This design comes from an exercise in tuning for small area, a short achievable clock period and few clock cycles per item on the open sky130 flow, not from production work. Function was checked by simulation only, so behaviour that the tests miss may differ from the original.

===== flow/config.mk =====
export PLATFORM = sky130hd
export DESIGN_NAME = sbox_subbytes_pipe
export DESIGN_NICKNAME = sbox_subbytes_pipe
export VERILOG_FILES = /design/flow/design.v
export SDC_FILE = /design/flow/constraint.sdc
export NUM_CORES = 4
export LEC_CHECK = 0
export ABC_AREA = 1
export CAP_MARGIN = 20
export CELL_PAD_IN_SITES_DETAIL_PLACEMENT = 0
export CELL_PAD_IN_SITES_GLOBAL_PLACEMENT = 1
export CORE_MARGIN = 2
export CORE_UTILIZATION = 50
export CTS_CLUSTER_DIAMETER = 100
export CTS_CLUSTER_SIZE = 30
export PLACE_DENSITY = 0.62
export SETUP_SLACK_MARGIN = 2.0
export SLEW_MARGIN = 20

===== flow/constraint.sdc =====
create_clock -name core_clock -period 5.0 [get_ports {clk}]
set_input_delay 1.0000 -clock core_clock [delete_from_list [all_inputs] [get_ports {clk}]]
set_output_delay 1.0000 -clock core_clock [all_outputs]
set_load 0.01 [all_outputs]

===== flow/design.v =====
package aes_sbox_pkg;
   typedef logic [7:0] byte_t;
endpackage
module sbox_lane_s1 (
   input  logic [7:0] in_byte,
   input  logic       inv,
   output logic [7:0] cut
);
   wire w_y0 = in_byte[0];
   wire w_y1 = in_byte[1];
   wire w_y2 = in_byte[2];
   wire w_y3 = in_byte[3];
   wire w_y4 = in_byte[4];
   wire w_y5 = in_byte[5];
   wire w_y6 = in_byte[6];
   wire w_y7 = in_byte[7];
   wire w_inv = inv;
   wire w_ai2 = w_y1 ^ w_y4;
   wire w_ai7 = w_y6 ^ w_ai2;
   wire w_ya7 = w_ai7;
   wire w_U0 = w_inv ? w_ya7 : w_y7;
   wire w_ai3 = w_y3 ^ w_y6;
   wire w_ai4 = w_y0 ^ w_ai3;
   wire w_ya1 = w_ai4;
   wire w_U6 = w_inv ? w_ya1 : w_y1;
   wire w_T3 = w_U0 ^ w_U6;
   wire w_ai6 = w_y7 ^ w_ai2;
   wire w_ya2 = ~w_ai6;
   wire w_U5 = w_inv ? w_ya2 : w_y2;
   wire w_T2 = w_U0 ^ w_U5;
   wire w_ai0 = w_y0 ^ w_y5;
   wire w_ai10 = w_y2 ^ w_ai0;
   wire w_ya3 = w_ai10;
   wire w_U4 = w_inv ? w_ya3 : w_y3;
   wire w_T5 = w_U4 ^ w_U6;
   wire w_ai1 = w_y2 ^ w_y7;
   wire w_ai11 = w_y4 ^ w_ai1;
   wire w_ya5 = w_ai11;
   wire w_U2 = w_inv ? w_ya5 : w_y5;
   wire w_T12 = w_U2 ^ w_U5;
   wire w_T16 = w_T5 ^ w_T12;
   wire w_ai5 = w_y1 ^ w_ai3;
   wire w_ya4 = w_ai5;
   wire w_U3 = w_inv ? w_ya4 : w_y4;
   wire w_T1 = w_U0 ^ w_U3;
   wire w_ai8 = w_y3 ^ w_ai0;
   wire w_ya6 = w_ai8;
   wire w_U1 = w_inv ? w_ya6 : w_y6;
   wire w_T7 = w_U1 ^ w_U2;
   wire w_ai9 = w_y5 ^ w_ai1;
   wire w_ya0 = ~w_ai9;
   wire w_U7 = w_inv ? w_ya0 : w_y0;
   wire w_T18 = w_U3 ^ w_U7;
   wire w_T19 = w_T7 ^ w_T18;
   wire w_T20 = w_T1 ^ w_T19;
   wire w_T6 = w_T1 ^ w_T5;
   wire w_T10 = w_T6 ^ w_T7;
   wire w_T9 = w_U7 ^ w_T7;
   wire w_T17 = w_T9 ^ w_T16;
   wire w_T11 = w_U1 ^ w_U5;
   wire w_T15 = w_T5 ^ w_T11;
   assign cut[0] = w_T3;
   assign cut[1] = w_T2;
   assign cut[2] = w_T16;
   assign cut[3] = w_T1;
   assign cut[4] = w_T20;
   assign cut[5] = w_T10;
   assign cut[6] = w_T17;
   assign cut[7] = w_T15;
endmodule
module sbox_lane_s2 (
   input  logic [7:0] cut_in,
   output logic [11:0] cut_out
);
   wire w_a_T3 = cut_in[0];
   wire w_a_T2 = cut_in[1];
   wire w_a_T16 = cut_in[2];
   wire w_a_T1 = cut_in[3];
   wire w_a_T20 = cut_in[4];
   wire w_a_T10 = cut_in[5];
   wire w_a_T17 = cut_in[6];
   wire w_a_T15 = cut_in[7];
   wire w_ta0 = w_a_T10 ^ w_a_T15;
   wire w_T27 = w_ta0;
   wire w_ta3 = w_a_T2 ^ w_a_T1;
   wire w_T4 = w_ta3;
   wire w_ta11 = w_a_T17 ^ w_a_T15;
   wire w_U7 = w_ta11;
   wire w_T20 = w_a_T20;
   wire w_T10 = w_a_T10;
   wire w_T1 = w_a_T1;
   wire w_T3 = w_a_T3;
   wire w_ta4 = w_a_T16 ^ w_ta0;
   wire w_T6 = w_ta4;
   wire w_ta9 = w_a_T1 ^ w_a_T20;
   wire w_T19 = w_ta9;
   wire w_M4 = w_T19 & w_U7;
   wire w_ta5 = w_a_T3 ^ w_ta3;
   wire w_T13 = w_ta5;
   wire w_M1 = w_T13 & w_T6;
   wire w_M5 = w_M4 ^ w_M1;
   wire w_ta10 = w_a_T2 ^ w_a_T10;
   wire w_T24 = w_ta10;
   wire w_M17 = w_M5 ^ w_T24;
   wire w_T2 = w_a_T2;
   wire w_M14 = w_T2 & w_T10;
   wire w_T15 = w_a_T15;
   wire w_M11 = w_T1 & w_T15;
   wire w_M15 = w_M14 ^ w_M11;
   wire w_M21 = w_M17 ^ w_M15;
   wire w_T17 = w_a_T17;
   wire w_M9 = w_T20 & w_T17;
   wire w_T16 = w_a_T16;
   wire w_M6 = w_T3 & w_T16;
   wire w_M10 = w_M9 ^ w_M6;
   wire w_M19 = w_M10 ^ w_M15;
   wire w_ta8 = w_a_T20 ^ w_a_T17;
   wire w_T25 = w_ta8;
   wire w_M23 = w_M19 ^ w_T25;
   wire w_ta7 = w_a_T3 ^ w_a_T16;
   wire w_T26 = w_ta7;
   wire w_M8 = w_T26 ^ w_M6;
   wire w_ta1 = w_a_T3 ^ w_a_T20;
   wire w_T22 = w_ta1;
   wire w_ta2 = w_a_T16 ^ w_a_T17;
   wire w_T9 = w_ta2;
   wire w_M7 = w_T22 & w_T9;
   wire w_M18 = w_M8 ^ w_M7;
   wire w_M12 = w_T4 & w_T27;
   wire w_M13 = w_M12 ^ w_M11;
   wire w_M22 = w_M18 ^ w_M13;
   wire w_ta12 = w_a_T1 ^ w_a_T15;
   wire w_T14 = w_ta12;
   wire w_M3 = w_T14 ^ w_M1;
   wire w_ta13 = w_a_T2 ^ w_ta1;
   wire w_T23 = w_ta13;
   wire w_ta6 = w_a_T10 ^ w_ta2;
   wire w_T8 = w_ta6;
   wire w_M2 = w_T23 & w_T8;
   wire w_M16 = w_M3 ^ w_M2;
   wire w_M20 = w_M16 ^ w_M13;
   wire w_M25 = w_M22 & w_M20;
   wire w_M28 = w_M23 ^ w_M25;
   wire w_M27 = w_M20 ^ w_M21;
   wire w_M29 = w_M28 & w_M27;
   wire w_M37 = w_M21 ^ w_M29;
   wire w_M31 = w_M20 & w_M23;
   wire w_M32 = w_M27 & w_M31;
   wire w_M33 = w_M27 ^ w_M25;
   wire w_M38 = w_M32 ^ w_M33;
   wire w_M26 = w_M21 ^ w_M25;
   wire w_M24 = w_M22 ^ w_M23;
   wire w_M30 = w_M26 & w_M24;
   wire w_M39 = w_M23 ^ w_M30;
   wire w_M34 = w_M21 & w_M22;
   wire w_M35 = w_M24 & w_M34;
   wire w_M36 = w_M24 ^ w_M25;
   wire w_M40 = w_M35 ^ w_M36;
   assign cut_out[0] = w_T27;
   assign cut_out[1] = w_T4;
   assign cut_out[2] = w_U7;
   assign cut_out[3] = w_T20;
   assign cut_out[4] = w_T10;
   assign cut_out[5] = w_T1;
   assign cut_out[6] = w_T3;
   assign cut_out[7] = w_T6;
   assign cut_out[8] = w_M37;
   assign cut_out[9] = w_M38;
   assign cut_out[10] = w_M39;
   assign cut_out[11] = w_M40;
endmodule
module sbox_lane_s3 (
   input  logic [11:0] cut,
   output logic [7:0] fwd_byte
);
   wire w_r_T27 = cut[0];
   wire w_r_T4 = cut[1];
   wire w_r_U7 = cut[2];
   wire w_r_T20 = cut[3];
   wire w_r_T10 = cut[4];
   wire w_r_T1 = cut[5];
   wire w_r_T3 = cut[6];
   wire w_r_T6 = cut[7];
   wire w_r_M37 = cut[8];
   wire w_r_M38 = cut[9];
   wire w_r_M39 = cut[10];
   wire w_r_M40 = cut[11];
   wire w_s2_M37 = w_r_M37;
   wire w_s2_M39 = w_r_M39;
   wire w_M42 = w_s2_M37 ^ w_s2_M39;
   wire w_s2_M38 = w_r_M38;
   wire w_s2_M40 = w_r_M40;
   wire w_M41 = w_s2_M38 ^ w_s2_M40;
   wire w_M45 = w_M42 ^ w_M41;
   wire w_s2_T4 = w_r_T4;
   wire w_M62 = w_M45 & w_s2_T4;
   wire w_M43 = w_s2_M37 ^ w_s2_M38;
   wire w_tb6 = w_r_T27 ^ w_r_T6;
   wire w_s2_T16 = w_tb6;
   wire w_M49 = w_M43 & w_s2_T16;
   wire w_s2_T1 = w_r_T1;
   wire w_M61 = w_M42 & w_s2_T1;
   wire w_L5 = w_M49 ^ w_M61;
   wire w_L6 = w_M62 ^ w_L5;
   wire w_s2_T3 = w_r_T3;
   wire w_M58 = w_M43 & w_s2_T3;
   wire w_tb2 = w_r_T27 ^ w_r_T10;
   wire w_tb7 = w_r_U7 ^ w_tb2;
   wire w_s2_T17 = w_tb7;
   wire w_M51 = w_s2_M37 & w_s2_T17;
   wire w_tb1 = w_r_T20 ^ w_r_T3;
   wire w_s2_T22 = w_tb1;
   wire w_M59 = w_s2_M38 & w_s2_T22;
   wire w_L8 = w_M51 ^ w_M59;
   wire w_L18 = w_M58 ^ w_L8;
   wire w_M44 = w_s2_M39 ^ w_s2_M40;
   wire w_s2_T6 = w_r_T6;
   wire w_M46 = w_M44 & w_s2_T6;
   wire w_s2_U7 = w_r_U7;
   wire w_M48 = w_s2_M39 & w_s2_U7;
   wire w_L2 = w_M46 ^ w_M48;
   wire w_L23 = w_L18 ^ w_L2;
   wire w_S7 = ~(w_L6 ^ w_L23);
   wire w_tb3 = w_r_U7 ^ w_r_T6;
   wire w_tb8 = w_r_T10 ^ w_tb3;
   wire w_s2_T9 = w_tb8;
   wire w_M50 = w_s2_M38 & w_s2_T9;
   wire w_L0 = w_M61 ^ w_M62;
   wire w_L13 = w_M50 ^ w_L0;
   wire w_s2_T27 = w_r_T27;
   wire w_M53 = w_M45 & w_s2_T27;
   wire w_s2_T10 = w_r_T10;
   wire w_M54 = w_M41 & w_s2_T10;
   wire w_L4 = w_M54 ^ w_M58;
   wire w_L10 = w_M53 ^ w_L4;
   wire w_L27 = w_L8 ^ w_L10;
   wire w_S6 = ~(w_L13 ^ w_L27);
   wire w_L25 = w_L6 ^ w_L10;
   wire w_s2_T20 = w_r_T20;
   wire w_M60 = w_s2_M37 & w_s2_T20;
   wire w_L11 = w_M60 ^ w_L2;
   wire w_tb5 = w_r_T20 ^ w_r_T1;
   wire w_s2_T19 = w_tb5;
   wire w_M57 = w_s2_M39 & w_s2_T19;
   wire w_tb0 = w_r_T4 ^ w_r_T1;
   wire w_tb9 = w_tb0 ^ w_tb1;
   wire w_s2_T23 = w_tb9;
   wire w_M56 = w_s2_M40 & w_s2_T23;
   wire w_L1 = w_M50 ^ w_M56;
   wire w_L17 = w_M57 ^ w_L1;
   wire w_L29 = w_L11 ^ w_L17;
   wire w_S5 = w_L25 ^ w_L29;
   wire w_L20 = w_L0 ^ w_L1;
   wire w_s2_T8 = w_tb3;
   wire w_M47 = w_s2_M40 & w_s2_T8;
   wire w_tb4 = w_r_T4 ^ w_r_T3;
   wire w_s2_T13 = w_tb4;
   wire w_M55 = w_M44 & w_s2_T13;
   wire w_L3 = w_M47 ^ w_M55;
   wire w_L12 = w_M48 ^ w_M51;
   wire w_L22 = w_L3 ^ w_L12;
   wire w_S4 = w_L20 ^ w_L22;
   wire w_L7 = w_M46 ^ w_L3;
   wire w_L21 = w_L1 ^ w_L7;
   wire w_S3 = w_L6 ^ w_L21;
   wire w_s2_T2 = w_tb0;
   wire w_M63 = w_M41 & w_s2_T2;
   wire w_L19 = w_M63 ^ w_L4;
   wire w_s2_T15 = w_tb2;
   wire w_M52 = w_M42 & w_s2_T15;
   wire w_L14 = w_M52 ^ w_M61;
   wire w_L28 = w_L11 ^ w_L14;
   wire w_S2 = ~(w_L19 ^ w_L28);
   wire w_L16 = w_M56 ^ w_L0;
   wire w_L9 = w_M52 ^ w_M53;
   wire w_L26 = w_L7 ^ w_L9;
   wire w_S1 = ~(w_L16 ^ w_L26);
   wire w_L15 = w_M55 ^ w_L1;
   wire w_L24 = w_L15 ^ w_L9;
   wire w_S0 = w_L6 ^ w_L24;
   assign fwd_byte[0] = w_S7;
   assign fwd_byte[1] = w_S6;
   assign fwd_byte[2] = w_S5;
   assign fwd_byte[3] = w_S4;
   assign fwd_byte[4] = w_S3;
   assign fwd_byte[5] = w_S2;
   assign fwd_byte[6] = w_S1;
   assign fwd_byte[7] = w_S0;
endmodule
module sbox_lane_out (
   input  logic [7:0] fwd_byte,
   input  logic       inv,
   output logic [7:0] out_byte
);
   wire w_S7 = fwd_byte[0];
   wire w_S6 = fwd_byte[1];
   wire w_S5 = fwd_byte[2];
   wire w_S4 = fwd_byte[3];
   wire w_S3 = fwd_byte[4];
   wire w_S2 = fwd_byte[5];
   wire w_S1 = fwd_byte[6];
   wire w_S0 = fwd_byte[7];
   wire w_invq = inv;
   wire w_s7 = w_S0;
   wire w_s2 = w_S5;
   wire w_s5 = w_S2;
   wire w_zi1 = w_s2 ^ w_s5;
   wire w_zi9 = w_s7 ^ w_zi1;
   wire w_z0 = ~w_zi9;
   wire w_o0 = w_invq ? w_z0 : w_S7;
   wire w_s6 = w_S1;
   wire w_s0 = w_S7;
   wire w_s3 = w_S4;
   wire w_zi3 = w_s0 ^ w_s3;
   wire w_zi7 = w_s6 ^ w_zi3;
   wire w_z1 = w_zi7;
   wire w_o1 = w_invq ? w_z1 : w_S6;
   wire w_s1 = w_S6;
   wire w_s4 = w_S3;
   wire w_zi2 = w_s4 ^ w_s7;
   wire w_zi4 = w_s1 ^ w_zi2;
   wire w_z2 = ~w_zi4;
   wire w_o2 = w_invq ? w_z2 : w_S5;
   wire w_zi10 = w_s0 ^ w_zi1;
   wire w_z3 = w_zi10;
   wire w_o3 = w_invq ? w_z3 : w_S4;
   wire w_zi0 = w_s1 ^ w_s6;
   wire w_zi11 = w_s3 ^ w_zi0;
   wire w_z4 = w_zi11;
   wire w_o4 = w_invq ? w_z4 : w_S3;
   wire w_zi5 = w_s2 ^ w_zi2;
   wire w_z5 = w_zi5;
   wire w_o5 = w_invq ? w_z5 : w_S2;
   wire w_zi8 = w_s5 ^ w_zi3;
   wire w_z6 = w_zi8;
   wire w_o6 = w_invq ? w_z6 : w_S1;
   wire w_zi6 = w_s4 ^ w_zi0;
   wire w_z7 = w_zi6;
   wire w_o7 = w_invq ? w_z7 : w_S0;
   assign out_byte[0] = w_o0;
   assign out_byte[1] = w_o1;
   assign out_byte[2] = w_o2;
   assign out_byte[3] = w_o3;
   assign out_byte[4] = w_o4;
   assign out_byte[5] = w_o5;
   assign out_byte[6] = w_o6;
   assign out_byte[7] = w_o7;
endmodule
module sbox_subbytes_pipe
#(
   parameter int N_BYTES = 16
) (
   input  logic                 clk,
   input  logic                 rst_n,
   input  logic                 in_valid,
   output logic                 in_ready,
   input  logic [8*N_BYTES-1:0] in_data,
   input  logic                 in_inv,
   output logic                 out_valid,
   input  logic                 out_ready,
   output logic [8*N_BYTES-1:0] out_data,
   output logic                 out_inv,
   output logic                 busy
);
   localparam int DW = 8*N_BYTES;
   localparam int NA = 8;    
   localparam int NB = 12;    
   logic                  vld0_q, vld1_q, vld2_q;
   logic                  inv0_q, inv1_q, inv2_q;
   logic [N_BYTES*NA-1:0] a_d, a_q;
   logic [N_BYTES*NB-1:0] b_d, b_q;
   logic [DW-1:0]         sub_d, sub_q;
   logic                  adv;
   assign adv = !vld2_q || out_ready;
   generate
      for (genvar i = 0; i < N_BYTES; i++) begin : g_lane
         sbox_lane_s1 u_s1 (
            .in_byte (in_data[8*i +: 8]),
            .inv     (in_inv),
            .cut     (a_d[NA*i +: NA])
         );
         sbox_lane_s2 u_s2 (
            .cut_in  (a_q[NA*i +: NA]),
            .cut_out (b_d[NB*i +: NB])
         );
         sbox_lane_s3 u_s3 (
            .cut      (b_q[NB*i +: NB]),
            .fwd_byte (sub_d[8*i +: 8])
         );
         sbox_lane_out u_out (
            .fwd_byte (sub_q[8*i +: 8]),
            .inv      (inv2_q),
            .out_byte (out_data[8*i +: 8])
         );
      end
   endgenerate
   always_ff @(posedge clk) begin
      if (!rst_n) begin
         vld0_q <= 1'b0;
         vld1_q <= 1'b0;
         vld2_q <= 1'b0;
      end else begin
         if (adv) vld0_q <= in_valid;
         if (adv) vld1_q <= vld0_q;
         if (adv) vld2_q <= vld1_q;
      end
      if (adv) begin
         a_q    <= a_d;
         inv0_q <= in_inv;
      end
      if (adv) begin
         b_q    <= b_d;
         inv1_q <= inv0_q;
      end
      if (adv) begin
         sub_q  <= sub_d;
         inv2_q <= inv1_q;
      end
   end
   assign in_ready  = adv;
   assign out_valid = vld2_q;
   assign out_inv   = inv2_q;
   assign busy      = vld0_q | vld1_q | vld2_q;
endmodule

===== flow/flow/run.sh =====
#!/bin/bash
# Own flow: the standard layout (standard.sh) with two changes:
#  - synthesis maps the logic with flow/abc.script in place of ORFS's abc_area.script
#    (registers, flattening and renaming are the standard synthesis's);
#  - the port buffers that the standard flow inserts are sky130_fd_sc_hd__buf_2 cells
#    instead of the tool's default pick.
# Each step's full output goes to its own log file in this folder.
set -euo pipefail
cd "$(dirname "$0")/.."
rm -rf myscripts
cp -r "$FLOW_HOME/scripts" myscripts
cp flow/abc.script myscripts/abc_area.script
bash standard.sh SCRIPTS_DIR="$PWD/myscripts" synth > synth.log 2>&1
bash standard.sh BUFFER_PORTS_ARGS="-buffer_cell sky130_fd_sc_hd__buf_2" finish > layout.log 2>&1

===== flow/flow/abc.script =====
strash
dch
map -D 3000
topo
stime -c
buffer -c
upsize -c
dnsize -c

===== flow/standard.sh =====
#!/bin/bash
# synth_recipe.tcl (not shown) runs the flow's synth.tcl, then flattens the netlist and writes it again
# the make line also repeats each setting of config.mk as NAME=value (left out here)
make -C /OpenROAD-flow-scripts/flow DESIGN_CONFIG=/design/flow/config.mk WORK_HOME=/design/flow/orfs CLKGATE_MAP_FILE= SYNTH_SCRIPT=/design/flow/synth_recipe.tcl "${@:-finish}"

==> results of run 1 <==
## layout make-up
class / count / area, µm² / share of cell area
Multi-Input combinational cell: 3190 / 22300 / 0.544
Sequential cell: 454 / 13600 / 0.332
Timing Repair Buffer: 277 / 1550 / 0.0378
Inverter: 411 / 1550 / 0.0378
Tap cell: 1030 / 1290 / 0.0315
Clock buffer: 24 / 579 / 0.0141
Clock inverter: 12 / 121 / 0.00296
Timing Repair inverter: 1 / 5.00 / 0.000122
Antenna cell: 2 / 5.00 / 0.000122
## worst max-delay path, cell delays in order, from the launching register on
cell	delay, ns
edfxtp_1	0.33
buf_4	0.16
buf_16	0.35
nor2_1	0.09
a21oi_1	0.20
buf_2	0.17
## synthesized netlist by cell type, drive strengths merged (2+ instances only)
master,n
nor3,14
a31oi,6
inv,411
clkbuf,38
o21ai,160
nor2,462
dfxtp,3
or2,47
xor2,1063
a211oi,2
a21boi,4
nand3b,16
a22oi,13
buf,146
a21oi,226
xnor2,592
nand3,67
edfxtp,451
nand2,467
ha,48
## metal layers
layer	global-route usage	vias to the layer above	part of all wire
li1	-	13400	-
met1	0.254	11200	0.49
met2	0.306	269	0.47
met3	0.0206	44	0.033
met4	0.0222	6	0.011
met5	0	-	0.00059
## final timing paths
| check | endpoint | start | cells after the start |
|---|---|---|---|
| setup / recovery | out_data[84] | inv2_q | 5 |
| hold / removal | inv1_q | inv0_q | 0 |
| setup reg to reg | b_q[176] | a_q[117] | 9 |
| hold reg to reg | inv1_q | inv0_q | 0 |
## cell families (layout without fill, tap and decap cells)
logic type | count (synthesis) | after routing | share of synthesized area
xor gates and xnor gates | 1655 | 1655 | 0.390
and+or+nand+nor | 1073 | 1073 | 0.114
DFF | 454 | 454 | 0.353
muxes | 1 | 1 | 0.000292
AOI/OAI and AO/OA | 413 | 413 | 0.0567
adders and majority gates | 48 | 48 | 0.0156
other | 0 | 2 | 0
buffers and inverters | 595 | 725 | 0.0709
## what timing repair did
item | 4_1_cts | 5_1_grt
setup buffers | 1 | 1
setup endpoints to repair | 111 | 35
gates resized for setup | 12 | 4
cloned | 2 | 0
## through the flow
stage	utilization	hold slack, ns	area (µm²)	cells	worst slack, ns
global route	0.538	0.450	41000	5401	1.89
detailed placement	0.527	0.410	40100	5359	1.86
global placement	0.527	0.402	40100	5359	1.91
finish	0.538	0.422	41000	5401	2.06
floorplan	-	0.400	38500	4239	-3.34
CTS	0.538	0.415	40900	5398	2.02
## registers in the layout, summed over array words and instances, names as in the netlist
name / cells
vld2_q: 1
inv2_q: 1
b_q: 192
vld1_q: 1
sub_q: 128
inv0_q: 1
a_q: 128
inv1_q: 1
vld0_q: 1
==> impl_results.md, run 1 <==
- Status: finished clean
- Setup Viol. Count Final: 0
- Worst Path Arrival: 1.94 ns
- Clock sinks: 454
- Setup tns final: 0 ns
- Syn nets: 4420
- Vert. Die Dim: 282 µm
- CTS Buf Count: 22
- Post-DP HPWL: 57.2 mm
- Buffers on Ports: 264
- Achievable Freq: 0.340 GHz
- Worst-Skew Late Latency: 0.59 ns
- Syn. warnings: 1
- Commonest non-fill, non-tap cell in the layout: xor2_1
- Final Hold Vio Count: 0
- DRC Markers: 0
- DR pass1 iterations: 5
- Rows: 101
- Avg Inst Size Synth: 9.09 µm²
- RSZ-0062 raised after global routing: yes
- Hold Path Class: flip-flop to flip-flop
- Most frequent cells in the layout: 1008 x xor2_1, 580 x xnor2_1, 467 x nand2_1
- Max cap viols: 0
- Post-synth EDFFs: 451
- Via density per instance: 4.61
- Die area: 0.0793 mm²
- Routed Antenna Nets: 0
- Clock slew seen by the registers of the worst setup and hold paths: 0.10 ns
- Critical path capture point type: primary output
- Final net count: 4538
- Pins Over Slew Limit: 0
- Critical path peak fanout: 96
- Layout cells sized above 1: 0.106
- Dominant cell type by area after synthesis: edfxtp_1
- Max clock buf depth: 3
- Slew margin rel.: 0.391
- TritonCTS clock tree: built
- Routed WL: 71.5 mm
- Hold_buf cts: 0
- Initial Util: 0.506
- DR iter-0 viols: 965
- Initial antenna violation count: 8
- Htree depth: 1
- Die width: 282 µm
- Area growth, synth to finish: 6.33%
- Number of library cell types mapped by synthesis: 33
- FF+latch count, synth: 454
- Layout Skew: 0.0387 ns
- CP startpoint kind: flip-flop
- Synth top area share: 0.352
- Vias in the first global route: 23600
- WL/cell: 13.2 µm
- Dominant cells by area after synthesis: edfxtp_1 35%, xor2_1 23%, xnor2_1 13%
- Seq/Total Area, Yosys: 0.353
- Fin crit share: 0.588
- Post-synth top flop: edfxtp_1
- Worst-margin pin slew: 0.913 ns
- Clock root buffer: clkbuf_16
- FF-to-FF setup slack: 2.54 ns
- RePlAce Congestion: 0.842
- All-Layer GR Usage: 0.180
- Vias: 24900
- Global-route wire length before repair: 118 mm
- CP required: 4.00 ns
- Crit Path Class: flip-flop to primary output
- Fill cells: 7199
- Min Tclk post-route: 2.94 ns
- Ports: 265
- GRT overflow: 0
- Post-Syn Instances: 4239
- Core area: 0.0761 mm²
- FFs w/ async S/R, synth: 0
- Netlist Area Pre-Place: 0.0385 mm²
- Largest net degree at the start of global routing: 169
Testbench counts, summed over its fixed seeds: cycles 8,024, items 8,000.
==> inputs of run 2 (changes only) <==
--- a/flow/config.mk
+++ b/flow/config.mk
@@ -11,8 +11,8 @@
 export CELL_PAD_IN_SITES_GLOBAL_PLACEMENT = 1
 export CORE_MARGIN = 2
 export CORE_UTILIZATION = 50
-export CTS_CLUSTER_DIAMETER = 100
-export CTS_CLUSTER_SIZE = 30
+export CTS_CLUSTER_DIAMETER = 80
+export CTS_CLUSTER_SIZE = 24
 export PLACE_DENSITY = 0.62
 export SETUP_SLACK_MARGIN = 2.0
 export SLEW_MARGIN = 20
==> run 2 against run 1 <==
  * Flip-flop and latch count stayed put
  * Worst hold slack better by 0.0064 ns
  * First-iteration DRC count is 8.0% higher
  * Synthesized area stayed put
  * Global-route usage is 0.10 points higher
  * Routed wire length is 5.1% higher
  * Clock skew is 0.019 ns lower
  * Clock-buffer cell count is 8 higher
  * Die area stayed put
==> impl_results.md, run 2 <==
- Final Hold Vio Count: 0 (unchanged)
- Routed Antenna Nets: 0 (unchanged)
- RePlAce Congestion: 0.842 (unchanged)
- Synth cell count leaders: 1008 x xor2_1, 586 x xnor2_1, 467 x nand2_1 (unchanged)
- Setup Viol. Count Final: 0 (unchanged)
- Worst Setup SP: inv2_q (unchanged)
- Slew margin rel.: 0.403 (was 0.391)
- Post-Syn Instances: 4239 (unchanged)
- CP cell instances: buf_12 -> clkbuf_16 -> a21oi_2 -> buf_2 (was buf_4 -> buf_16 -> nor2_1 -> a21oi_1 -> buf_2)
- Initial Util: 0.506 (unchanged)
- FF-to-FF setup slack: 2.54 ns (about the same)
- CTS Buf Count: 31 (was 22)
- Crit Path Class: flip-flop to primary output (unchanged)
- All-Layer GR Usage: 0.181 (was 0.180)
- Crit path capture: out_data[68] (was out_data[84])
- Reg2reg end: b_q[118] (was b_q[176])
- Most frequent cells in the layout: 1008 x xor2_1, 577 x xnor2_1, 467 x nand2_1 (was 1008 x xor2_1, 580 x xnor2_1, 467 x nand2_1)
- Largest net degree at the start of global routing: 169 (unchanged)
- Die area: 0.0793 mm² (unchanged)
- Initial antenna violation count: 7 (was 8)
- Slowest CP cell: edfxtp_1 (was buf_16)
- Area growth, synth to finish: 7.93% (was 6.33%)
- Routed WL: 75.1 mm (was 71.5 mm)
- Final net count: 4555 (was 4538)
- CP required: 4.00 ns (about the same)
- Seq/Total Area, Yosys: 0.353 (unchanged)
- FF+latch count, synth: 454 (unchanged)
- Worst Hold Slack: 0.428 ns (was 0.422 ns)
- Max incr delay on CP: 0.42 ns (was 0.35 ns)
- Vias in the first global route: 23700 (was 23600)
- Biggest regs: b_q: 192 flops, a_q: 128 flops, sub_q: 128 flops (unchanged)
- Worst R2R Path Depth: 7 (was 9)
- Layout cells sized above 1: 0.117 (was 0.106)
- DRC Markers: 0 (unchanged)
- Vias: 25100 (was 24900)
- Commonest non-fill, non-tap cell in the layout: xor2_1 (unchanged)
- WL/cell: 13.8 µm (was 13.2 µm)
- Crit path depth: 4 (was 5)
- Worst-margin pin slew: 0.895 ns (was 0.913 ns)
- Core area: 0.0761 mm² (unchanged)
- Post-DP HPWL: 57.2 mm (unchanged)
- FFs w/ async S/R, synth: 0 (unchanged)
- Achievable Freq: 0.340 GHz (about the same)
- Critical path capture point type: primary output (unchanged)
- Critical path peak fanout: 32 (was 96)
- Dominant cell type by area after synthesis: edfxtp_1 (unchanged)
- RSZ-0062 raised after global routing: yes (unchanged)
- DR pass1 iterations: 5 (unchanged)
- Fin crit share: 0.588 (about the same)
- Buffers on Ports: 264 (unchanged)
- Max reg flops: 192 (unchanged)
- Via density per instance: 4.63 (was 4.61)
- TritonCTS clock tree: built (unchanged)
- Global-route wire length before repair: 118 mm (about the same)
- Vert. Die Dim: 282 µm (unchanged)
- Worst-Skew Late Latency: 0.62 ns (was 0.59 ns)
- Clock slew seen by the registers of the worst setup and hold paths: 0.08 ns (was 0.10 ns)
- CP top delay family: buffers and inverters (unchanged)
- Max cap viols: 0 (unchanged)
- Die width: 282 µm (unchanged)
- Status: finished clean (unchanged)
- CP startpoint kind: flip-flop (unchanged)
- Setup tns final: 0 ns (unchanged)
- Clock sinks: 454 (unchanged)
- Synth top area share: 0.352 (unchanged)
- Rows: 101 (unchanged)
- Hold_buf cts: 0 (unchanged)
- Pins Over Slew Limit: 0 (unchanged)
- Max clock buf depth: 3 (unchanged)
- Post-layout util: 0.547 (was 0.538)
- Syn nets: 4420 (unchanged)
- Number of library cell types mapped by synthesis: 33 (unchanged)
- Worst Path Arrival: 1.94 ns (about the same)
- Htree depth: 1 (unchanged)
- GRT overflow: 0 (unchanged)
- Hold Path Class: flip-flop to flip-flop (unchanged)
- Largest Register: b_q (unchanged)
- Count leader, synth: xor2_1 (unchanged)
- Dominant cells by area after synthesis: edfxtp_1 35%, xor2_1 23%, xnor2_1 13% (unchanged)
- Post-synth top flop: edfxtp_1 (unchanged)
- Worst Path Buf+Inv: 3 (unchanged)
- Avg Inst Size Synth: 9.09 µm² (unchanged)
- Placed cells: 5359 (unchanged)
- Netlist Area Pre-Place: 0.0385 mm² (unchanged)
- Layout Skew: 0.0199 ns (was 0.0387 ns)
- Min Tclk post-route: 2.94 ns (about the same)
- Worst r2r src: a_q[77] (was a_q[117])
- Ports: 265 (unchanged)
- Post-synth EDFFs: 451 (unchanged)
- Syn. warnings: 1 (unchanged)
- Clock root buffer: clkbuf_16 (unchanged)
- Final cell count without fillers: 5430 (was 5401)
- DR iter-0 viols: 1042 (was 965)
run 2: changes by cell type in the layout (fill, tap and decap cells not counted), sizes merged:
cell / previous run / this run
buf: 275 / 279
bufbuf: 1 / 0
clkbuf: 25 / 38
clkinv: 7 / 13
clkinvlp: 2 / 5
inv: 415 / 419
run 2: timing repair:
| item | CTS | global route |
|---|---|---|
| pin swaps | 0 | 2 |
| cloned | 2 | 6 |
| buffers inserted | 1 | 3 |
| gates resized for setup | 14 | 24 |
| endpoints found under the setup margin | 129 | 102 |
| endpoints found under the hold margin | 0 | 0 |
run 2: through the flow:
stage	area [µm²]	setup WS [ns]
final	41600	2.06
after detailed placement	40100	1.86
after global routing	41600	2.00
after floorplan	38500	-3.34
after global placement	40100	1.91
after CTS	41300	1.96
run 2: kinds of logic after synthesis:
kind of cell,count (synthesis),share of synthesized area
compound gates,413,0.0567
xor+xnor,1655,0.390
fa+ha+maj,48,0.0156
buf+inv,595,0.0709
flops,454,0.353
mux,1,0.000292
simple gates,1073,0.114
run 2: metal layers:
layer	vias to the layer above	track usage	wire [µm]
met2	266	0.307	35000
met4	6	0.0258	915
met3	47	0.0225	2370
met5	-	0	41
li1	13500	-	-
met1	11300	0.254	36800
run 2: layout make-up:
class,count,area [µm²]
Antenna cell,2,5.00
Clock buffer,32,779
Clock inverter,25,292
Fill cell,7137,34500
Inverter,411,1550
Multi-Input combinational cell,3190,22400
Sequential cell,454,13600
Tap cell,1030,1290
Timing Repair Buffer,285,1710
Timing Repair inverter,1,5.00
run 2: how the worst min path moves through the flow:
stage,cells past startpoint,end,startpoint
2_1_floorplan,0,inv1_q,inv0_q
3_3_place_gp,0,inv1_q,inv0_q
3_5_place_dp,0,inv1_q,inv0_q
4_1_cts,0,inv1_q,inv0_q
5_1_grt,0,inv1_q,inv0_q
6_report,0,inv1_q,inv0_q
==> inputs of run 3 (changes only) <==
--- a/flow/config.mk
+++ b/flow/config.mk
@@ -10,9 +10,7 @@
 export CELL_PAD_IN_SITES_DETAIL_PLACEMENT = 0
 export CELL_PAD_IN_SITES_GLOBAL_PLACEMENT = 1
 export CORE_MARGIN = 2
-export CORE_UTILIZATION = 50
-export CTS_CLUSTER_DIAMETER = 80
-export CTS_CLUSTER_SIZE = 24
-export PLACE_DENSITY = 0.62
+export CORE_UTILIZATION = 62
+export PLACE_DENSITY = 0.72
 export SETUP_SLACK_MARGIN = 2.0
 export SLEW_MARGIN = 20
==> run 3 against run 2 <==
  * First-iteration DRC count decreased by 2.6%
  * Die area decreased by 19%
  * Routed wire length shrank 8.8%
  * Flip-flop and latch count stayed put
  * Largest cell class unchanged
  * Design area grew 0.43%
==> impl_results.md, run 3 <==
- Netlist Area Pre-Place: 0.0385 mm² (unchanged)
- Reg2reg end: b_q[176] (was b_q[118])
- Worst Hold Slack: 0.423 ns (was 0.428 ns)
- Min Tclk post-route: 2.96 ns (was 2.94 ns)
- Final Hold Vio Count: 0 (unchanged)
- Vert. Die Dim: 253 µm (was 282 µm)
- Worst r2r src: a_q[117] (was a_q[77])
- Area growth, synth to finish: 8.39% (was 7.93%)
- Initial Util: 0.625 (was 0.506)
- Largest net degree at the start of global routing: 155 (was 169)
- CP startpoint kind: flip-flop (unchanged)
- Place WS: 1.72 ns (was 1.86 ns)
- Slew margin rel.: 0.435 (was 0.403)
- Max cap viols: 0 (unchanged)
- Setup tns final: 0 ns (unchanged)
- FFs w/ async S/R, synth: 0 (unchanged)
- Fill cells: 5171 (was 7137)
- Dominant cell type by area after synthesis: edfxtp_1 (unchanged)
- Htree depth: 2 (was 1)
- Most frequent cells in the layout: 1008 x xor2_1, 586 x xnor2_1, 467 x nand2_1 (was 1008 x xor2_1, 577 x xnor2_1, 467 x nand2_1)
- Vias in the first global route: 24100 (was 23700)
- Critical path peak fanout: 97 (was 32)
- Worst-Skew Late Latency: 0.60 ns (was 0.62 ns)
- Die area: 0.0642 mm² (was 0.0793 mm²)
- Layout cells sized above 1: 0.114 (was 0.117)
- Fin crit share: 0.592 (was 0.588)
- Avg Inst Size Synth: 9.09 µm² (unchanged)
- Slowest CP cell: edfxtp_1 (unchanged)
- DR iter-0 viols: 1015 (was 1042)
- Die width: 253 µm (was 282 µm)
- Post-DP HPWL: 54.2 mm (was 57.2 mm)
- Hold Path Class: flip-flop to flip-flop (unchanged)
- Vias: 25400 (was 25100)
- Critical path capture point type: primary output (unchanged)
- Pins Over Slew Limit: 0 (unchanged)
- Core area: 0.0616 mm² (was 0.0761 mm²)
- Number of library cell types mapped by synthesis: 33 (unchanged)
- FF-to-FF setup slack: 2.54 ns (about the same)
- Count leader, synth: xor2_1 (unchanged)
- Achievable Freq: 0.338 GHz (was 0.340 GHz)
- CP cell instances: buf_4 -> buf_16 -> nor2_1 -> a21oi_1 -> buf_2 (was buf_12 -> clkbuf_16 -> a21oi_2 -> buf_2)
- Max incr delay on CP: 0.35 ns (was 0.42 ns)
- Worst-margin pin slew: 0.848 ns (was 0.895 ns)
- DRC Markers: 0 (unchanged)
- Commonest non-fill, non-tap cell in the layout: xor2_1 (unchanged)
- CP required: 4.00 ns (about the same)
- Routed WL: 68.5 mm (was 75.1 mm)
- Final WS setup: 2.04 ns (was 2.06 ns)
- Multi-input logic area: 0.0222 mm² (was 0.0224 mm²)
- Post-layout util: 0.678 (was 0.547)
- Rows: 91 (was 101)
- Hold path start: inv0_q (unchanged)
- DR pass1 iterations: 5 (unchanged)
- FF+latch count, synth: 454 (unchanged)
- WL/cell: 13.0 µm (was 13.8 µm)
- Post-synth top flop: edfxtp_1 (unchanged)
- Max reg flops: 192 (unchanged)
- Worst R2R Path Depth: 9 (was 7)
- Largest Register: b_q (unchanged)
- Worst Path Arrival: 1.96 ns (was 1.94 ns)
- Dominant cells by area after synthesis: edfxtp_1 35%, xor2_1 23%, xnor2_1 13% (unchanged)
- Clock sinks: 454 (unchanged)
- GRT overflow: 0 (unchanged)
- FF+latch area: 0.0136 mm² (unchanged)
- Hold depth: 0 (unchanged)
- Final net count: 4571 (was 4555)
- Ports: 265 (unchanged)
- Layout Skew: 0.0162 ns (was 0.0199 ns)
- Routed Antenna Nets: 0 (unchanged)
- Syn. warnings: 1 (unchanged)
- Post-synth EDFFs: 451 (unchanged)
- All-Layer GR Usage: 0.213 (was 0.181)
- Hold_buf cts: 0 (unchanged)
- Seq/Total Area, Yosys: 0.353 (unchanged)
- Hold worst-path end: inv1_q (unchanged)
- RePlAce Congestion: 0.892 (was 0.842)
- Setup Viol. Count Final: 0 (unchanged)
- TritonCTS clock tree: built (unchanged)
- Buffers on Ports: 264 (unchanged)
- Synth cell count leaders: 1008 x xor2_1, 586 x xnor2_1, 467 x nand2_1 (unchanged)
- Status: finished clean (unchanged)
- CTS Buf Count: 53 (was 31)
- Crit Path Class: flip-flop to primary output (unchanged)
- Global-route wire length before repair: 113 mm (was 118 mm)
- Post-Syn Instances: 4239 (unchanged)
- Initial antenna violation count: 13 (was 7)
- Clock root buffer: clkbuf_16 (unchanged)
- Via density per instance: 4.81 (was 4.63)
- Biggest regs: b_q: 192 flops, a_q: 128 flops, sub_q: 128 flops (unchanged)
- Synth top area share: 0.352 (unchanged)
- RSZ-0062 raised after global routing: yes (unchanged)
- Syn nets: 4420 (unchanged)
- Max clock buf depth: 3 (unchanged)
- Clock slew seen by the registers of the worst setup and hold paths: 0.06 ns (was 0.08 ns)
run 3: changes by cell type in the layout (fill, tap and decap cells not counted), sizes merged:
cell | previous run | this run
clkbuf | 38 | 66
diode | 2 | 9
clkinv | 13 | 20
buf | 279 | 278
inv | 419 | 411
clkinvlp | 5 | 4
bufinv | 0 | 9
run 3: cell families (layout without fill, tap and decap cells):
logic type,count (synthesis),count (layout),synth area share
AO/OA/AOI/OAI,413,413,0.0567
XOR/XNOR,1655,1655,0.390
adder cells (fa/ha/maj),48,48,0.0156
buffers and inverters,595,788,0.0709
flip-flops,454,454,0.353
multiplexers,1,1,0.000292
other,0,9,0
AND/OR/NAND/NOR,1073,1073,0.114
run 3: how the worst max path moves through the flow:
stage | endpoint | startpoint | depth (start not counted) | slack (ns)
2_1_floorplan | a_q[0] | out_ready | 2 | -3.34
3_3_place_gp | a_q[92] | in_inv | 7 | 1.74
3_5_place_dp | a_q[92] | in_inv | 7 | 1.72
4_1_cts | in_ready | out_ready | 4 | 1.98
5_1_grt | out_data[21] | inv2_q | 5 | 1.92
6_report | out_data[86] | inv2_q | 5 | 2.04
run 3: what timing repair did:
item	4_1_cts	5_1_grt
gates resized for setup	3	1
setup endpoints to repair	97	18
endpoints found under the hold margin	0	0
cloned	2	0
setup buffers	2	1
run 3: stage by stage:
step / cell area, µm² / std cells
6_report: 41800 / 5278
5_1_grt: 41800 / 5277
4_1_cts: 41700 / 5268
3_5_place_dp: 39900 / 5167
3_3_place_gp: 39900 / 5167
2_1_floorplan: 38500 / 4239
run 3: cell type report:
type,instances,share of cell area
repair inverters,1,0.000120
clock inverters,32,0.00926
multi-input cells,3190,0.532
repair buffers,279,0.0368
clock buffers,65,0.0339
inverters,411,0.0370
flip-flops and latches,454,0.326
diodes,9,0.000539
well taps,837,0.0251
run 3: worst max-delay path, delay by kind of cell, from the launching register on:
| kind | cells | cell delay [ns] |
|---|---|---|
| AO/OA/AOI/OAI | 1 | 0.21 |
| AND/OR/NAND/NOR | 1 | 0.10 |
| flip-flops | 1 | 0.35 |
| buffers and inverters | 3 | 0.57 |
run 3: routing by layer:
layer / GRT usage / part of all wire / vias to the layer above
met3: 0.0321 / 0.037 / 89
met5: 0 / 0.00074 / -
li1: - / - / 13500
met4: 0.0691 / 0.022 / 8
met2: 0.373 / 0.49 / 369
met1: 0.270 / 0.45 / 11400
==> inputs of run 4 (changes only) <==
--- a/flow/config.mk
+++ b/flow/config.mk
@@ -10,7 +10,9 @@
 export CELL_PAD_IN_SITES_DETAIL_PLACEMENT = 0
 export CELL_PAD_IN_SITES_GLOBAL_PLACEMENT = 1
 export CORE_MARGIN = 2
-export CORE_UTILIZATION = 62
-export PLACE_DENSITY = 0.72
-export SETUP_SLACK_MARGIN = 2.0
+export CORE_UTILIZATION = 60
+export CTS_CLUSTER_DIAMETER = 100
+export CTS_CLUSTER_SIZE = 30
+export PLACE_DENSITY = 0.7
+export SETUP_SLACK_MARGIN = 2.05
 export SLEW_MARGIN = 20
==> run 4 against run 3 <==
  * Routed wire length fell by 1.2%
  * Via count fell by 1.4%
  * Non-clock buffer count fell by 2
  * Still clean on timing, DRC and antenna
  * Sequential share of layout area rose by 0.88 points
  * Clock skew rose by 0.0037 ns
  * Highest routed layer unchanged
  * Setup slack improved by 0.046 ns
  * Synthesized area did not move
  * Synthesized cell count did not move
  * Cell count fell by 1.2%
  * Critical endpoint is now out_data[26]
==> impl_results.md, run 4 <==
- Global-route wire length before repair: 114 mm (was 113 mm)
- Placed cells: 5174 (was 5167)
- Achievable Freq: 0.343 GHz (was 0.338 GHz)
- Post-layout util: 0.642 (was 0.678)
- Worst Path Arrival: 1.91 ns (was 1.96 ns)
- Slowest CP cell: edfxtp_1 (unchanged)
- Initial antenna violation count: 9 (was 13)
- Worst-margin pin slew: 0.889 ns (was 0.848 ns)
- Clock sinks: 454 (unchanged)
- Final instance area: 0.0407 mm² (was 0.0418 mm²)
- Synth top area share: 0.352 (unchanged)
- Worst Path Buf+Inv: 3 (unchanged)
- WL/cell: 13.0 µm (about the same)
- Synth cell count leaders: 1008 x xor2_1, 586 x xnor2_1, 467 x nand2_1 (unchanged)
- Final Hold Vio Count: 0 (unchanged)
- Fill cells: 5477 (was 5171)
- Post-DP HPWL: 54.0 mm (was 54.2 mm)
- RePlAce Congestion: 0.850 (was 0.892)
- Routed WL: 67.7 mm (was 68.5 mm)
- Area growth, synth to finish: 5.54% (was 8.39%)
- Worst-Skew Late Latency: 0.56 ns (was 0.60 ns)
- Max clock buf depth: 3 (unchanged)
- FF+latch count, synth: 454 (unchanged)
- CP top delay family: buffers and inverters (unchanged)
- Vias in the first global route: 24000 (was 24100)
- Routed Antenna Nets: 0 (unchanged)
- Dominant cell type by area after synthesis: edfxtp_1 (unchanged)
- Largest net degree at the start of global routing: 150 (was 155)
- Min Tclk post-route: 2.91 ns (was 2.96 ns)
- Setup Viol. Count Final: 0 (unchanged)
- Max incr delay on CP: 0.40 ns (was 0.35 ns)
- Largest Register: b_q (unchanged)
- Max cap viols: 0 (unchanged)
- Biggest regs: b_q: 192 flops, a_q: 128 flops, sub_q: 128 flops (unchanged)
- All-Layer GR Usage: 0.203 (was 0.213)
- Final cell count without fillers: 5215 (was 5278)
- CTS Buf Count: 20 (was 53)
- FF-to-FF setup slack: 2.57 ns (was 2.54 ns)
- Fin crit share: 0.583 (was 0.592)
- Setup tns final: 0 ns (unchanged)
- Buffers on Ports: 264 (unchanged)
- Ports: 265 (unchanged)
- Max reg flops: 192 (unchanged)
- CP startpoint kind: flip-flop (unchanged)
- Pins Over Slew Limit: 0 (unchanged)
- Post-synth top flop: edfxtp_1 (unchanged)
- DR pass1 iterations: 5 (unchanged)
- Slew margin rel.: 0.407 (was 0.435)
- TritonCTS clock tree: built (unchanged)
- Critical path peak fanout: 48 (was 97)
- Core area: 0.0633 mm² (was 0.0616 mm²)
- Layout Skew: 0.0200 ns (was 0.0162 ns)
- DRC Markers: 0 (unchanged)
- Clock root buffer: clkbuf_16 (unchanged)
- Rows: 92 (was 91)
- Worst Hold Slack: 0.436 ns (was 0.423 ns)
- Final WS setup: 2.09 ns (was 2.04 ns)
- Clock slew seen by the registers of the worst setup and hold paths: 0.11 ns (was 0.06 ns)
- Hold Path Class: flip-flop to flip-flop (unchanged)
- GRT overflow: 0 (unchanged)
- Dominant cells by area after synthesis: edfxtp_1 35%, xor2_1 23%, xnor2_1 13% (unchanged)
- Place WS: 1.74 ns (was 1.72 ns)
- Count leader, synth: xor2_1 (unchanged)
- Crit Path Class: flip-flop to primary output (unchanged)
- Die width: 257 µm (was 253 µm)
- Post-Syn Instances: 4239 (unchanged)
- Htree depth: 1 (was 2)
- Post-synth EDFFs: 451 (unchanged)
- Layout cells sized above 1: 0.104 (was 0.114)
- Netlist Area Pre-Place: 0.0385 mm² (unchanged)
- CP cell instances: buf_4 -> bufbuf_16 -> a21oi_1 -> buf_2 (was buf_4 -> buf_16 -> nor2_1 -> a21oi_1 -> buf_2)
- Commonest non-fill, non-tap cell in the layout: xor2_1 (unchanged)
- Die area: 0.0663 mm² (was 0.0642 mm²)
- Vert. Die Dim: 257 µm (was 253 µm)
- Number of library cell types mapped by synthesis: 33 (unchanged)
- DR iter-0 viols: 1055 (was 1015)
- Syn nets: 4420 (unchanged)
- Seq/Total Area, Yosys: 0.353 (unchanged)
- CP required: 4.00 ns (about the same)
- Final net count: 4535 (was 4571)
- Vias: 25000 (was 25400)
- Via density per instance: 4.80 (was 4.81)
- FFs w/ async S/R, synth: 0 (unchanged)
- Critical path capture point type: primary output (unchanged)
- Avg Inst Size Synth: 9.09 µm² (unchanged)
- Post-place instance area: 0.0399 mm² (about the same)
- RSZ-0062 raised after global routing: yes (unchanged)
- Hold_buf cts: 0 (unchanged)
- Syn. warnings: 1 (unchanged)
- Most frequent cells in the layout: 1008 x xor2_1, 582 x xnor2_1, 467 x nand2_1 (was 1008 x xor2_1, 586 x xnor2_1, 467 x nand2_1)
- Status: finished clean (unchanged)
- Initial Util: 0.609 (was 0.625)
## run 4: cell types whose count changed in the layout (fill, tap and decap cells not counted), moves of 4 or more
cell	delta
xnor2_1	-4
clkinv_1	-5
clkinv_2	-14
clkbuf_1	-4
xnor2_2	+4
bufinv_16	-8
clkbuf_16	-34
diode_2	-6
buf_4	-4
## run 4: what timing repair did
item | in CTS | in global routing
cloned | 2 | 0
resized for setup | 5 | 8
setup buffers | 2 | 0
endpoints found under the setup margin | 108 | 62
## run 4: cell type report
type / instances / area, µm² / area share
multi-input combinational: 3190 / 22200 / 0.547
clock buffer: 27 / 548 / 0.0135
inverter: 411 / 1550 / 0.0380
timing repair buffer: 277 / 1570 / 0.0385
antenna: 3 / 7.51 / 0.000185
sequential: 454 / 13600 / 0.335
clock inverter: 7 / 92.6 / 0.00228
tap: 846 / 1060 / 0.0260
## run 4: per-layer routing
| layer | vias to the layer above | routed length, µm | track usage |
|---|---|---|---|
| li1 | 13400 | - | - |
| met1 | 11200 | 31600 | 0.268 |
| met2 | 284 | 32800 | 0.362 |
| met3 | 65 | 2320 | 0.0267 |
| met4 | 6 | 1050 | 0.0344 |
| met5 | - | 38 | 0 |
## run 4: worst paths after layout
kind              cells past startpoint            to      from
setup / recovery                      4  out_data[26]    inv2_q
hold / removal                        0        inv2_q    inv1_q
setup reg to reg                      9      b_q[176]  a_q[117]
hold reg to reg                       0        inv2_q    inv1_q
## run 4: kinds of logic (layout without fill, tap and decap cells)
kind of cell	after synthesis	count (layout)	synth area share
multiplexers	1	1	0.000292
XOR/XNOR	1655	1655	0.390
AND/OR/NAND/NOR	1073	1073	0.114
buffers and inverters	595	722	0.0709
flip-flops	454	454	0.353
other	0	3	0
AO/OA/AOI/OAI	413	413	0.0567
adder cells (fa/ha/maj)	48	48	0.0156
==> inputs of run 5 (changes only) <==
==> flow/flow/abc.script (replaced) <==
strash
dch
map -D 3000
strash
dch
map -D 3000
topo
stime -c
buffer -c
upsize -c
dnsize -c
==> run 5 against run 4 <==
  * Still clean on timing, DRC and antenna
  * Maximum frequency shrank 0.59%
  * Flip-flop and latch count is the same
  * Clock-buffer cell count grew 1
  * Worst hold slack gained 0.011 ns
  * Synthesized cell count shrank 1.8%
  * First-iteration DRC count grew 0.85%
  * Core utilization shrank 0.16 points
  * Design area shrank 1.2%
  * Global-route usage grew 0.97 points
  * Critical path depth is the same
  * Die area shrank 1.7%
==> impl_results.md, run 5 <==
- Final instance area: 0.0402 mm² (was 0.0407 mm²)
- Synth cell count leaders: 902 x xor2_1, 663 x xnor2_1, 542 x nand2_1 (was 1008 x xor2_1, 586 x xnor2_1, 467 x nand2_1)
- Hold worst-path end: inv2_q (unchanged)
- Ports: 265 (unchanged)
- Post-place instance area: 0.0392 mm² (was 0.0399 mm²)
- Hold_buf cts: 0 (unchanged)
- CP startpoint kind: flip-flop (unchanged)
- Critical path peak fanout: 44 (was 48)
- Routed Antenna Nets: 0 (unchanged)
- Post-DP HPWL: 54.5 mm (was 54.0 mm)
- Multi-input logic area: 0.0219 mm² (was 0.0222 mm²)
- WL/cell: 13.6 µm (was 13.0 µm)
- Synth top area share: 0.358 (was 0.352)
- Achievable Freq: 0.341 GHz (was 0.343 GHz)
- Rows: 92 (unchanged)
- Worst Setup SP: inv2_q (unchanged)
- Most frequent cells in the layout: 902 x xor2_1, 662 x xnor2_1, 542 x nand2_1 (was 1008 x xor2_1, 582 x xnor2_1, 467 x nand2_1)
- Max clock buf depth: 3 (unchanged)
- All-Layer GR Usage: 0.213 (was 0.203)
- Layout cells sized above 1: 0.101 (was 0.104)
- Dominant cells by area after synthesis: edfxtp_1 36%, xor2_1 21%, xnor2_1 15% (was edfxtp_1 35%, xor2_1 23%, xnor2_1 13%)
- Post-synth top flop: edfxtp_1 (unchanged)
- Biggest regs: b_q: 192 flops, a_q: 128 flops, sub_q: 128 flops (unchanged)
- Worst R2R Path Depth: 9 (unchanged)
- Largest Register: b_q (unchanged)
- Commonest non-fill, non-tap cell in the layout: xor2_1 (unchanged)
- CTS Buf Count: 24 (was 20)
- Fill cells: 5415 (was 5477)
- Setup tns final: 0 ns (unchanged)
- Largest net degree at the start of global routing: 170 (was 150)
- Setup Viol. Count Final: 0 (unchanged)
- FF+latch area: 0.0136 mm² (unchanged)
- RePlAce Congestion: 0.864 (was 0.850)
- DR iter-0 viols: 1064 (was 1055)
- Slew margin rel.: 0.377 (was 0.407)
- Via density per instance: 4.90 (was 4.80)
- Initial Util: 0.604 (was 0.609)
- Buffers on Ports: 264 (unchanged)
- Min Tclk post-route: 2.93 ns (was 2.91 ns)
- Clock sinks: 454 (unchanged)
- Dominant cell type by area after synthesis: edfxtp_1 (unchanged)
- Final cell count without fillers: 5147 (was 5215)
- Die width: 255 µm (was 257 µm)
- Netlist Area Pre-Place: 0.0379 mm² (was 0.0385 mm²)
- Initial antenna violation count: 11 (was 9)
- TritonCTS clock tree: built (unchanged)
- Fin crit share: 0.586 (was 0.583)
- Max reg flops: 192 (unchanged)
- Hold path start: inv1_q (unchanged)
- Number of library cell types mapped by synthesis: 42 (was 33)
- Seq/Total Area, Yosys: 0.359 (was 0.353)
- Critical path capture point type: primary output (unchanged)
- Reg2reg end: b_q[32] (was b_q[176])
- DRC Markers: 0 (unchanged)
- GRT overflow: 0 (unchanged)
- Worst-margin pin slew: 0.935 ns (was 0.889 ns)
- FF+latch count, synth: 454 (unchanged)
- Post-synth EDFFs: 451 (unchanged)
- Clock root buffer: clkbuf_16 (unchanged)
- Worst-Skew Late Latency: 0.59 ns (was 0.56 ns)
- Final net count: 4463 (was 4535)
- Avg Inst Size Synth: 9.10 µm² (was 9.09 µm²)
- DR pass1 iterations: 6 (was 5)
- RSZ-0062 raised after global routing: yes (unchanged)
- Syn. warnings: 1 (unchanged)
- Final WS setup: 2.07 ns (was 2.09 ns)
- Vias in the first global route: 23800 (was 24000)
- Clock slew seen by the registers of the worst setup and hold paths: 0.11 ns (about the same)
- Layout Skew: 0.0281 ns (was 0.0200 ns)
- Status: finished clean (unchanged)
- Core area: 0.0627 mm² (was 0.0633 mm²)
- Max cap viols: 0 (unchanged)
- Count leader, synth: xor2_1 (unchanged)
- Die area: 0.0652 mm² (was 0.0663 mm²)
- Pins Over Slew Limit: 0 (unchanged)
- Worst Path Arrival: 1.93 ns (was 1.91 ns)
- Routed WL: 70.0 mm (was 67.7 mm)
- Hold Path Class: flip-flop to flip-flop (unchanged)
- CP required: 4.00 ns (about the same)
- Global-route wire length before repair: 114 mm (about the same)
- Crit Path Class: flip-flop to primary output (unchanged)
- FFs w/ async S/R, synth: 0 (unchanged)
- Hold depth: 0 (unchanged)
- Area growth, synth to finish: 6.12% (was 5.54%)
- Vias: 25200 (was 25000)
- Syn nets: 4343 (was 4420)
- Placed cells: 5097 (was 5174)
- Place WS: 1.37 ns (was 1.74 ns)
- Htree depth: 1 (unchanged)
- FF-to-FF setup slack: 2.57 ns (about the same)
- Worst r2r src: a_q[21] (was a_q[117])
- Vert. Die Dim: 255 µm (was 257 µm)
- Final Hold Vio Count: 0 (unchanged)
- Post-Syn Instances: 4162 (was 4239)
==> run 5: cell count changes after synthesis, moves of 13 or more <==
cell	previous run	this run
xor2_1	1008	902
or2_2	47	61
a22oi_1	13	0
a21oi_1	226	280
inv_1	409	313
nor2_1	446	350
nand2_1	467	542
xnor2_1	586	663
or2_1	0	13
xor2_2	49	19
a211oi_1	2	16
o21ai_1	19	36
==> run 5: critical path, stage by stage (launching register included) <==
cell and delay, ns:
edfxtp_1 0.43, buf_12 0.17, bufbuf_16 0.33, a21oi_1 0.22
buf_2 0.17
==> run 5: cells by family after synthesis <==
group                    count (synthesis)  synth area share
AO/OA/AOI/OAI                          490            0.0670
XOR/XNOR                              1603             0.380
adder cells (fa/ha/maj)                 48            0.0159
buffers and inverters                  498            0.0624
flip-flops                             454             0.359
AND/OR/NAND/NOR                       1069             0.116
==> run 5: final cells by class <==
class | count | share of cell area
antenna | 2 | 0.000125
sequential | 454 | 0.338
clock inverter | 15 | 0.00511
multi-input combinational | 3210 | 0.546
tap | 846 | 0.0263
timing repair buffer | 276 | 0.0386
inverter | 315 | 0.0296
timing repair inverter | 1 | 0.000125
clock buffer | 28 | 0.0161
==> run 5: stage by stage <==
step                      hold slack [ns]   util
after floorplan                     0.400      -
after global placement              0.407  0.625
after detailed placement            0.426  0.625
after CTS                           0.452  0.640
after global routing                0.459  0.641
final                               0.447  0.641
==> run 5: metal layers <==
layer  global-route usage  part of all wire
met2                0.380              0.48
met3               0.0349             0.046
met5                    0            0.0018
met1                0.273              0.45
met4               0.0436             0.017
==> run 5: worst max-delay path by stage <==
| stage | endpoint | cells past startpoint |
|---|---|---|
| 3_3_place_gp | a_q[84] | 8 |
| 5_1_grt | out_data[34] | 5 |
| 6_report | out_data[104] | 4 |
| 3_5_place_dp | a_q[84] | 8 |
| 4_1_cts | out_data[118] | 5 |
| 2_1_floorplan | a_q[0] | 2 |
==> run 5: timing repair <==
item	4_1_cts	5_1_grt
setup endpoints to repair	120	85
setup buffers	2	0
gates cloned	3	0
gates resized for setup	7	2
==> inputs of run 6 (changes only) <==
==> flow/flow/abc.script (replaced) <==
strash
&get -n
&dch -f
&nf -R 1000
&put
topo
stime -c
buffer -c
upsize -c
dnsize -c
==> run 6 against run 5 <==
  * Still clean
  * Design area decreased by 0.60%
  * First-iteration DRC count down 18%
  * Routed wire length decreased by 5.3%
  * Synthesized cell count down 13%
  * Critical path depth stayed put
  * Critical path type unchanged
  * Critical endpoint is now out_data[62]
  * Largest cell class unchanged
==> impl_results.md, run 6 <==
- RSZ-0062 raised after global routing: yes (unchanged)
- Most frequent cells in the layout: 1063 x xnor2_1, 687 x xor2_1, 451 x edfxtp_1 (was 902 x xor2_1, 662 x xnor2_1, 542 x nand2_1)
- Hold_buf cts: 0 (unchanged)
- Pins Over Slew Limit: 0 (unchanged)
- Post-synth EDFFs: 451 (unchanged)
- Layout cells sized above 1: 0.127 (was 0.101)
- Clock slew seen by the registers of the worst setup and hold paths: 0.10 ns (was 0.11 ns)
- Avg Inst Size Synth: 10.5 µm² (was 9.10 µm²)
- Rows: 91 (was 92)
- Synth cell count leaders: 1064 x xnor2_1, 689 x xor2_1, 451 x edfxtp_1 (was 902 x xor2_1, 663 x xnor2_1, 542 x nand2_1)
- FFs w/ async S/R, synth: 0 (unchanged)
- Worst-margin pin slew: 1.03 ns (was 0.935 ns)
- FF+latch count, synth: 454 (unchanged)
- Via density per instance: 4.98 (was 4.90)
- Post-DP HPWL: 54.3 mm (was 54.5 mm)
- Initial Util: 0.610 (was 0.604)
- Clock root buffer: clkbuf_16 (unchanged)
- Routed WL: 66.3 mm (was 70.0 mm)
- Post-layout util: 0.645 (was 0.641)
- Simple-gate area share of the yosys netlist: 0.0819 (was 0.116)
- CTS Buf Count: 21 (was 24)
- Largest net degree at the start of global routing: 150 (was 170)
- CP required: 4.00 ns (about the same)
- Slew margin rel.: 0.312 (was 0.377)
- Max clock buf depth: 3 (unchanged)
- Dominant cells by area after synthesis: edfxtp_1 36%, xnor2_1 25%, xor2_1 16% (was edfxtp_1 36%, xor2_1 21%, xnor2_1 15%)
- Achievable Freq: 0.343 GHz (was 0.341 GHz)
- Dominant cell type by area after synthesis: edfxtp_1 (unchanged)
- Max cap viols: 0 (unchanged)
- Vias: 22800 (was 25200)
- Max reg flops: 192 (unchanged)
- Final Hold Vio Count: 0 (unchanged)
- Global-route wire length before repair: 109 mm (was 114 mm)
- TritonCTS clock tree: built (unchanged)
- Seq/Total Area, Yosys: 0.360 (was 0.359)
- Hold Path Class: flip-flop to flip-flop (unchanged)
- Fin crit share: 0.583 (was 0.586)
- GRT overflow: 0 (unchanged)
- Status: finished clean (unchanged)
- Multiplexer area fraction after synthesis: 0.00848 (was 0)
- Hold depth: 0 (unchanged)
- Setup Viol. Count Final: 0 (unchanged)
- Count leader, synth: xnor2_1 (was xor2_1)
- Die area: 0.0650 mm² (was 0.0652 mm²)
- Post-Synth Adder-Cell Area: 0.0159 (about the same)
- DR pass1 iterations: 7 (was 6)
- Netlist Area Pre-Place: 0.0378 mm² (was 0.0379 mm²)
- Worst R2R Path Depth: 9 (unchanged)
- Layout Skew: 0.0253 ns (was 0.0281 ns)
- RePlAce Congestion: 0.891 (was 0.864)
- Vert. Die Dim: 255 µm (about the same)
- Largest family of logic cells by synthesized area: XOR/XNOR gates (unchanged)
- Routed Antenna Nets: 0 (unchanged)
- Worst Path Arrival: 1.91 ns (was 1.93 ns)
- Critical path capture point type: primary output (unchanged)
- Min Tclk post-route: 2.91 ns (was 2.93 ns)
- Vias in the first global route: 22700 (was 23800)
- Worst-Skew Late Latency: 0.56 ns (was 0.59 ns)
- Core area: 0.0619 mm² (was 0.0627 mm²)
- Commonest non-fill, non-tap cell in the layout: xnor2_1 (was xor2_1)
- Synth Area in Compound Gates: 0.0410 (was 0.0670)
- Ports: 265 (unchanged)
- Htree depth: 1 (unchanged)
==> run 6: worst paths after layout <==
kind | endpoint | slack, ns | from
setup / recovery | out_data[62] | 2.09 | inv2_q
hold / removal | inv1_q | 0.44 | inv0_q
setup reg to reg | b_q[152] | 2.57 | a_q[99]
hold reg to reg | inv1_q | 0.44 | inv0_q
==> run 6: layer usage <==
| layer | vias to the layer above | GRT usage | part of all wire |
|---|---|---|---|
| met1 | 10700 | 0.244 | 0.43 |
| met3 | 82 | 0.0339 | 0.041 |
| met2 | 268 | 0.378 | 0.51 |
| met5 | - | 0 | 0.0016 |
| li1 | 11800 | - | - |
| met4 | 18 | 0.0423 | 0.020 |
==> run 6: logic make-up after synthesis <==
kind of cell	after synthesis
AOI/OAI and AO/OA	298
xor gates and xnor gates	1854
adders and majority gates	48
buffers and inverters	188
DFF	454
muxes	32
and+or+nand+nor	734
==> run 6: cell type report <==
| type | count | area (µm²) |
|---|---|---|
| antenna | 11 | 27.5 |
| sequential | 454 | 13600 |
| fill | 5108 | 22000 |
| clock buffer | 21 | 526 |
| inverter | 7 | 30.0 |
| clock inverter | 9 | 105 |
| multi-input combinational | 2966 | 23000 |
| timing repair buffer | 280 | 1580 |
| tap | 837 | 1050 |
==> run 6: through the flow <==
step           cell area, µm²  hold slack, ns  instances  worst slack, ns
5_1_grt                 39900           0.452       4580             2.01
3_5_place_dp            39100           0.412       4540             1.78
4_1_cts                 39800           0.445       4571             1.89
2_1_floorplan           37800           0.400       3608            -3.36
3_3_place_gp            39100           0.404       4540             1.84
6_report                40000           0.440       4585             2.09
==> run 6: critical path: stages (launching register included) <==
cell	delay, ns
edfxtp_1	0.52
buf_12	0.28
nor2_1	0.09
a21oi_1	0.25
buf_2	0.19
==> run 6: repair_timing <==
action,4_1_cts,5_1_grt
resized for setup,2,25
setup buffers,1,1
setup endpoints to repair,100,128
cloned,0,2

==> what the ideal ports hide <==
In the flow no input, the clock included, has a driving cell. The finished layouts below were timed again as built, in two steps. Step 1: set_driving_cell puts a clkbuf_16 on clk and a buf_2 on each other input, an assumption about the parent block. Step 2, shift: input delay + t, output delay - t, t = (earliest + latest rising clock arrival at the registers) / 2. This alone moves slack from input paths to output paths. Slacks: ideal / step 1 / step 2; pairs: ideal / step 1.
run	t, ns	setup WS [ns]	worst hold slack (ns)	worst slew at a driven data input, ns
run 1	0.636	2.061 / 1.997 / 1.869	0.422 / 0.422 / 0.422	0.11
run 2	0.682	2.060 / 1.994 / 1.863	0.428 / 0.428 / 0.428	0.11
run 3	0.655	2.041 / 1.978 / 1.676	0.423 / 0.423 / 0.423	0.12
run 4	0.619	2.087 / 2.020 / 1.729	0.436 / 0.436 / 0.436	0.10
run 5	0.647	2.069 / 2.002 / 1.585	0.447 / 0.447 / 0.447	0.12
run 6	0.617	2.087 / 2.025 / 1.792	0.440 / 0.440 / 0.440	0.14
After both steps setup and hold are still met in every run listed. The setup slack of run 5, which loses most, moves by -0.067 ns with the drivers and by -0.484 ns with both steps.
